This design comes from an exercise in tuning for small area and few clock cycles per item on the open sky130 flow, not from production work. At most, simulation tests tie the RTL to the original design; equivalence was not proved. Power figures rest on the tool's default switching activity, not on a simulated workload.

==> flow/design.v (excerpt) <==
module view_tag_record_scanner (
  input  logic        clk_i,
  input  logic        rst_ni,
  input  logic        in_valid_i,
  output logic        in_ready_o,
  input  logic [7:0]  in_text_byte_i,
  input  logic        in_end_of_data_i,
  output logic        out_valid_o,
  input  logic        out_ready_i,
  output logic [1:0]  out_item_kind_o,
  output logic [7:0]  out_char_code_o,
  output logic [31:0] out_channel_o,
  output logic        out_is_signed_o,
  output logic        out_is_integer_o,
  output logic        out_last_o
);
  localparam logic [3:0] S_IDLE  = 4'd0;
  localparam logic [3:0] S_T1    = 4'd1;
  localparam logic [3:0] S_T2    = 4'd2;
  localparam logic [3:0] S_T3    = 4'd3;
  localparam logic [3:0] S_T4    = 4'd4;
  localparam logic [3:0] S_T5    = 4'd5;
  localparam logic [3:0] S_T6    = 4'd6;
  localparam logic [3:0] S_SL    = 4'd7;
  localparam logic [3:0] S_COLON = 4'd8;
  localparam logic [3:0] S_NAME  = 4'd9;
  localparam logic [3:0] S_SKA   = 4'd10;   
  localparam logic [3:0] S_SKN   = 4'd11;   
  localparam logic [3:0] S_SK2   = 4'd12;   
  localparam logic [3:0] S_PARAM = 4'd13;
  localparam logic [3:0] S_NUM   = 4'd14;
  logic [7:0] b;
  assign b = in_text_byte_i;
  logic [3:0]  st_q;
  logic        sgn_q, intg_q;
  logic [4:0]  nlen_q, nfpos_q, plen_q, pfpos_q;
  logic        nstop_q, pstop_q;
  logic [31:0] acc_q;
  logic        bad_q;
  logic        ev_q, ek1_q, ek0_q;
  ...
Settings: LEC_CHECK=0, CAP_MARGIN=20, CORE_MARGIN=2, CORE_UTILIZATION=40, CTS_BUF_LIST=sky130_fd_sc_hd__clkbuf_4 sky130_fd_sc_hd__clkbuf_8, CTS_CLUSTER_SIZE=30, SLEW_MARGIN=20; clock period 5.0 ns.
run.sh (not shown) runs the stock make flow with config.mk's settings and CLKGATE_MAP_FILE= SYNTH_SCRIPT=/design/flow/synth_recipe.tcl, a recipe that flattens the netlist after the stock synthesis.
Then changed:
--- a/flow/config.mk
+++ b/flow/config.mk
@@ -9,5 +9,3 @@
 export CORE_MARGIN = 2
 export CORE_UTILIZATION = 40
-export CTS_BUF_LIST = sky130_fd_sc_hd__clkbuf_4 sky130_fd_sc_hd__clkbuf_8
-export CTS_CLUSTER_SIZE = 30
 export SLEW_MARGIN = 20
Result: Final cell count went down by 2.7%. Utilization went down by 0.43 points. Total power went down by 2.0%. Synthesized cell count stays the same. Routed wire length went down by 1.2%. Count of clock-buffer cells in the layout went down by 59. Worst hold slack gains 0.030 ns. Non-clock buffer count went down by 2. Cell area went down by 0.92%. Combinational power stays flat.
Function was not checked in any run of this note: the RTL went through the layout flow alone.


Setup of v6:
Another version of the RTL of view_tag_record_scanner (not shown whole).
Size in the first run: ~1500 cells after synthesis, about 580 flip-flops, about 60 I/O pins, roughly 18000 um^2 of cells after synthesis.
==> flow/design.v (excerpt) <==
module view_tag_record_scanner #(
  parameter int TAP_SH = 3
) (
  input  logic        clk_i,
  input  logic        rst_ni,
  input  logic        in_valid_i,
  output logic        in_ready_o,
  input  logic [7:0]  in_text_byte_i,
  input  logic        in_end_of_data_i,
  output logic        out_valid_o,
  input  logic        out_ready_i,
  output logic [1:0]  out_item_kind_o,
  output logic [7:0]  out_char_code_o,
  output logic [31:0] out_channel_o,
  output logic        out_is_signed_o,
  output logic        out_is_integer_o,
  output logic        out_last_o
);
  localparam logic [3:0] S_IDLE  = 4'd0;
  localparam logic [3:0] S_T1    = 4'd1;
  localparam logic [3:0] S_T2    = 4'd2;
  localparam logic [3:0] S_T3    = 4'd3;
  localparam logic [3:0] S_T4    = 4'd4;
  localparam logic [3:0] S_T5    = 4'd5;
  localparam logic [3:0] S_T6    = 4'd6;
  localparam logic [3:0] S_SL    = 4'd7;
  localparam logic [3:0] S_COLON = 4'd8;
  localparam logic [3:0] S_NAME  = 4'd9;
  localparam logic [3:0] S_SKA   = 4'd10;   
  localparam logic [3:0] S_SKN   = 4'd11;   
  localparam logic [3:0] S_SK2   = 4'd12;   
  localparam logic [3:0] S_PARAM = 4'd13;
  localparam logic [3:0] S_NUM   = 4'd14;
  logic [7:0] b;
  assign b = in_text_byte_i;
  logic [3:0]  st_q;
  logic        sgn_q, intg_q;
  logic [4:0]  nlen_q, nfpos_q, plen_q, pfpos_q;
  logic        nstop_q, pstop_q;
  logic [31:0] acc_q;
  logic        bad_q;
  logic        fv_q, fk1_q, fk0_q;
  logic [4:0]  fpos_q, fcnt_q;
  logic        fsgn_q, fintg_q;
  logic        ov_q, ok1_q, ok0_q;
  logic [7:0]  ochar_q;
  ...
Settings: LEC_CHECK=0, CAP_MARGIN=20, CORE_MARGIN=2, CORE_UTILIZATION=40, CTS_CLUSTER_DIAMETER=60, CTS_CLUSTER_SIZE=40, SLEW_MARGIN=20; clock period 5.0 ns.
#### Input delta (v7 over v6)
- CTS_CLUSTER_DIAMETER: 60 -> 80
- CTS_CLUSTER_SIZE: 40 -> 30
[summary]
Across v6 and v7, the outcome is the same: a clean finish for every run.
In the reports for v6 and v7, the larger hold slack belongs to v7.
Relative to v6, the total chip power measured on v7 has decreased by a few percent.
Changes observed in v7 relative to v6: total detailed-routing wirelength did not really move; per-cell via count in the routed design went up by 0.021; maximum vdd drop has increased; register-to-register slack lost 30 ps; power in combinational cells +about 0.9%.
v7 vs. v6: residual antenna-violating net count after detailed routing stayed essentially flat, post-layout utilization of the core fell by 0.53 points, final cycle utilization of the critical path rose by 1.1 points.
On clock-pin slew on the worst setup and hold paths, the lower figure sits with v7, not v6.
No functional check of the RTL was part of any run of this note.


red:
Another version of the RTL of view_tag_record_scanner (not shown whole).
For scale: roughly 1400 cells after synthesis, roughly 580 flip-flops, about 18000 um2 of cells after synthesis.
==> flow/design.v (excerpt) <==
module view_tag_record_scanner (
  input  logic        clk_i,
  input  logic        rst_ni,
  input  logic        in_valid_i,
  output logic        in_ready_o,
  input  logic [7:0]  in_text_byte_i,
  input  logic        in_end_of_data_i,
  output logic        out_valid_o,
  input  logic        out_ready_i,
  output logic [1:0]  out_item_kind_o,
  output logic [7:0]  out_char_code_o,
  output logic [31:0] out_channel_o,
  output logic        out_is_signed_o,
  output logic        out_is_integer_o,
  output logic        out_last_o
);
  localparam logic [3:0] S_IDLE  = 4'd0;
  localparam logic [3:0] S_T1    = 4'd1;
  localparam logic [3:0] S_T2    = 4'd2;
  localparam logic [3:0] S_T3    = 4'd3;
  localparam logic [3:0] S_T4    = 4'd4;
  localparam logic [3:0] S_T5    = 4'd5;
  localparam logic [3:0] S_T6    = 4'd6;
  localparam logic [3:0] S_SL    = 4'd7;
  ...
clock: 5.0 ns
lec_check: 0
cap_margin: 20
core_margin: 2
core_utilization: 40
cts_cluster_diameter: 80
cts_cluster_size: 35
slew_margin: 20
standard.sh (not shown) runs the stock make flow with config.mk's settings and CLKGATE_MAP_FILE= SYNTH_SCRIPT=/design/flow/synth_recipe.tcl, a recipe that flattens the netlist after the stock synthesis.
==> flow/flow/run.sh <==
#!/bin/bash
# Standard layout, with clock tree synthesis told not to add dummy loads and
# the port buffers made with the smallest buffer cell.
# Each tool's full output stays in orfs/logs; make's own output goes to standard.log.
set -euo pipefail
bash standard.sh \
  CTS_ARGS="-sink_clustering_enable -repair_clock_nets -sink_clustering_size 35 -sink_clustering_max_diameter 80 -dont_use_dummy_load" \
  BUFFER_PORTS_ARGS="-buffer_cell sky130_fd_sc_hd__buf_1" \
  finish > standard.log 2>&1
Testbench counts of red, summed over its fixed seeds: cycles 42,523, bytes 40,918.
What blue does differently from red at the input level:
- changing CTS_CLUSTER_SIZE from 35 to 30
-- flow/flow/run.sh --
<<< red, line 6
bash standard.sh \
  CTS_ARGS="-sink_clustering_enable -repair_clock_nets -sink_clustering_size 35 -sink_clustering_max_diameter 80 -dont_use_dummy_load" \
  BUFFER_PORTS_ARGS="-buffer_cell sky130_fd_sc_hd__buf_1" \
>>> blue, line 6
bash standard.sh \
  CTS_ARGS="-sink_clustering_enable -repair_clock_nets -sink_clustering_size 30 -sink_clustering_max_diameter 80 -dont_use_dummy_load" \
  BUFFER_PORTS_ARGS="-buffer_cell sky130_fd_sc_hd__buf_1" \
Findings:
blue does worse than red on wire length of the first global-routing pass.
Against red as the reference, blue delivers a higher actual transition at the worst max-transition pin.
Minimum period implied by the final worst setup slack: blue worse than red
Compared with red, in blue remaining antenna violation count was more or less identical, power picked up an extra about 1.6%.
Diff blue..red | wire length | negligible
Side by side, share of post-route cells with drive strength above 1 turned out higher in blue than in red.
Between red and blue, the difference in global placement routability congestion is negligible.


view_tag_record_scanner, a different RTL version from the one above (not shown whole).
For scale: ~1400 cells after synthesis, ~60 I/O pins.
export LEC_CHECK = 0
export CAP_MARGIN = 20
export CORE_MARGIN = 2
export CORE_UTILIZATION = 60
export CTS_CLUSTER_DIAMETER = 80
export CTS_CLUSTER_SIZE = 30
export SLEW_MARGIN = 20
create_clock -name core_clock -period 5.0 [get_ports {clk_i}]
==> flow/flow/run.sh <==
#!/bin/bash
# Standard layout, with clock tree synthesis told not to add dummy loads and
# the port buffers made with the smallest buffer cell.
# Each tool's full output stays in orfs/logs; make's own output goes to standard.log.
set -euo pipefail
bash standard.sh \
  CTS_ARGS="-sink_clustering_enable -repair_clock_nets -sink_clustering_size 30 -sink_clustering_max_diameter 80 -dont_use_dummy_load" \
  BUFFER_PORTS_ARGS="-buffer_cell sky130_fd_sc_hd__buf_1" \
  finish > standard.log 2>&1
Testbench counts at the start, summed over its fixed seeds: cycles 42,808, bytes 40,918.
Then changed:
--- a/flow/config.mk
+++ b/flow/config.mk
@@ -9,3 +9,3 @@
 export CORE_MARGIN = 2
-export CORE_UTILIZATION = 60
+export CORE_UTILIZATION = 40
 export CTS_CLUSTER_DIAMETER = 80
=> Register-to-register slack gains 0.08 ns; global-route usage shrinks by 6.5 points; final area goes up by 1.5%.


Setup of v36:
view_tag_record_scanner, a different RTL version from the one above (not shown whole).
For scale: roughly 1,400 cells after synthesis, about 580 flip-flops, roughly 60 I/O pins, roughly 18,000 µm² of cells after synthesis.
==> flow/config.mk <==
export PLATFORM = sky130hd
export DESIGN_NAME = view_tag_record_scanner
export DESIGN_NICKNAME = view_tag_record_scanner
export VERILOG_FILES = /design/flow/design.v
export SDC_FILE = /design/flow/constraint.sdc
export NUM_CORES = 4
export LEC_CHECK = 0
export CAP_MARGIN = 20
export CORE_MARGIN = 2
export CORE_UTILIZATION = 40
export CTS_CLUSTER_DIAMETER = 80
export CTS_CLUSTER_SIZE = 30
export SLEW_MARGIN = 20
==> flow/constraint.sdc <==
create_clock -name core_clock -period 5.0 [get_ports {clk_i}]
set_input_delay 1.0000 -clock core_clock [delete_from_list [all_inputs] [get_ports {clk_i}]]
set_output_delay 1.0000 -clock core_clock [all_outputs]
set_load 0.01 [all_outputs]
==> flow/flow/run.sh <==
#!/bin/bash
# Standard layout, with clock tree synthesis told not to add dummy loads.
# Each tool's full output stays in orfs/logs; make's own output goes to standard.log.
set -euo pipefail
bash standard.sh \
  CTS_ARGS="-sink_clustering_enable -repair_clock_nets -sink_clustering_size 30 -sink_clustering_max_diameter 80 -dont_use_dummy_load" \
  finish > standard.log 2>&1
Testbench counts of v36, summed over its fixed seeds: cycles 43,111, bytes 40,918.
The inputs of v19 differ from those of v36 as listed below.
==> flow/flow/run.sh <==
#!/bin/bash
# Standard layout, with clock tree synthesis told not to add dummy loads and
# the port buffers made with the smallest buffer cell.
# Each tool's full output stays in orfs/logs; make's own output goes to standard.log.
set -euo pipefail
bash standard.sh \
  CTS_ARGS="-sink_clustering_enable -repair_clock_nets -sink_clustering_size 30 -sink_clustering_max_diameter 80 -dont_use_dummy_load" \
  BUFFER_PORTS_ARGS="-buffer_cell sky130_fd_sc_hd__buf_1" \
  finish > standard.log 2>&1
--- outcome ---
- Clock network area share of v19 is on par with v36.
- As far as TritonCTS sink count goes, v19 and v36 are indistinguishable; the numbers are identical.
- Compared to v36, the routing of v19 uses more wire.
- Portion of total power attributed to combinational logic, v36 and v19, lower one = v19.
- The wire length of the first global-routing pass reported for v19 is greater than that of v36 by 1400 µm.
- The proportion of synthesized flip-flops having asynchronous set or reset of v19 and that of v36 are within noise of each other.
- Comparing v36 and v19, the higher fraction of the core area covered by cells at the end of the flow is on v36.

[port drivers added, routing unchanged]
The results above use ideal ports. As a check the final layouts listed here were re-extracted and re-timed, cells and wires unchanged. Step 1 (the two cells are an assumption about what drives the block):
set clk [get_ports {clk_i}]
set_driving_cell -lib_cell sky130_fd_sc_hd__clkbuf_16 $clk
set_driving_cell -lib_cell sky130_fd_sc_hd__buf_2 [delete_from_list [all_inputs] $clk]
Step 2 times the ports against the registers' clock, not the clock port: input delays grow and output delays shrink by t, the midpoint of the rising clock arrivals with the driver on. Three values: ideal, step 1, step 2; two values: the first two.
| run | t, ns | slack for setup (ns) | worst setup path at the end |
|---|---|---|---|
| the first run of note 1 | 0.728 | 0.183 / 0.153 / 0.153 | input to output |
| the second run of note 1 | 0.659 | 0.195 / 0.140 / 0.164 | input to output |
| v6 | 0.595 | 0.239 / 0.190 / 0.320 | input to register |
| v7 | 0.651 | 0.183 / 0.130 / 0.340 | input to register |
| red | 0.607 | 0.575 / 0.519 / 0.618 | input to register |
| blue | 0.613 | 0.554 / 0.499 / 0.615 | input to register |
| the first run of note 4 | 0.588 | 0.337 / 0.286 / 0.543 | input to register |
| the second run of note 4 | 0.600 | 0.354 / 0.303 / 0.630 | input to register |
| v36 | 0.611 | 0.367 / 0.312 / 0.312 | input to output |
| v19 | 0.606 | 0.485 / 0.435 / 0.705 | input to register |
After both steps setup and hold are still met in every run listed. For v36, which loses most, drivers alone change the setup slack by -0.055 ns; drivers and shift together by -0.055 ns.
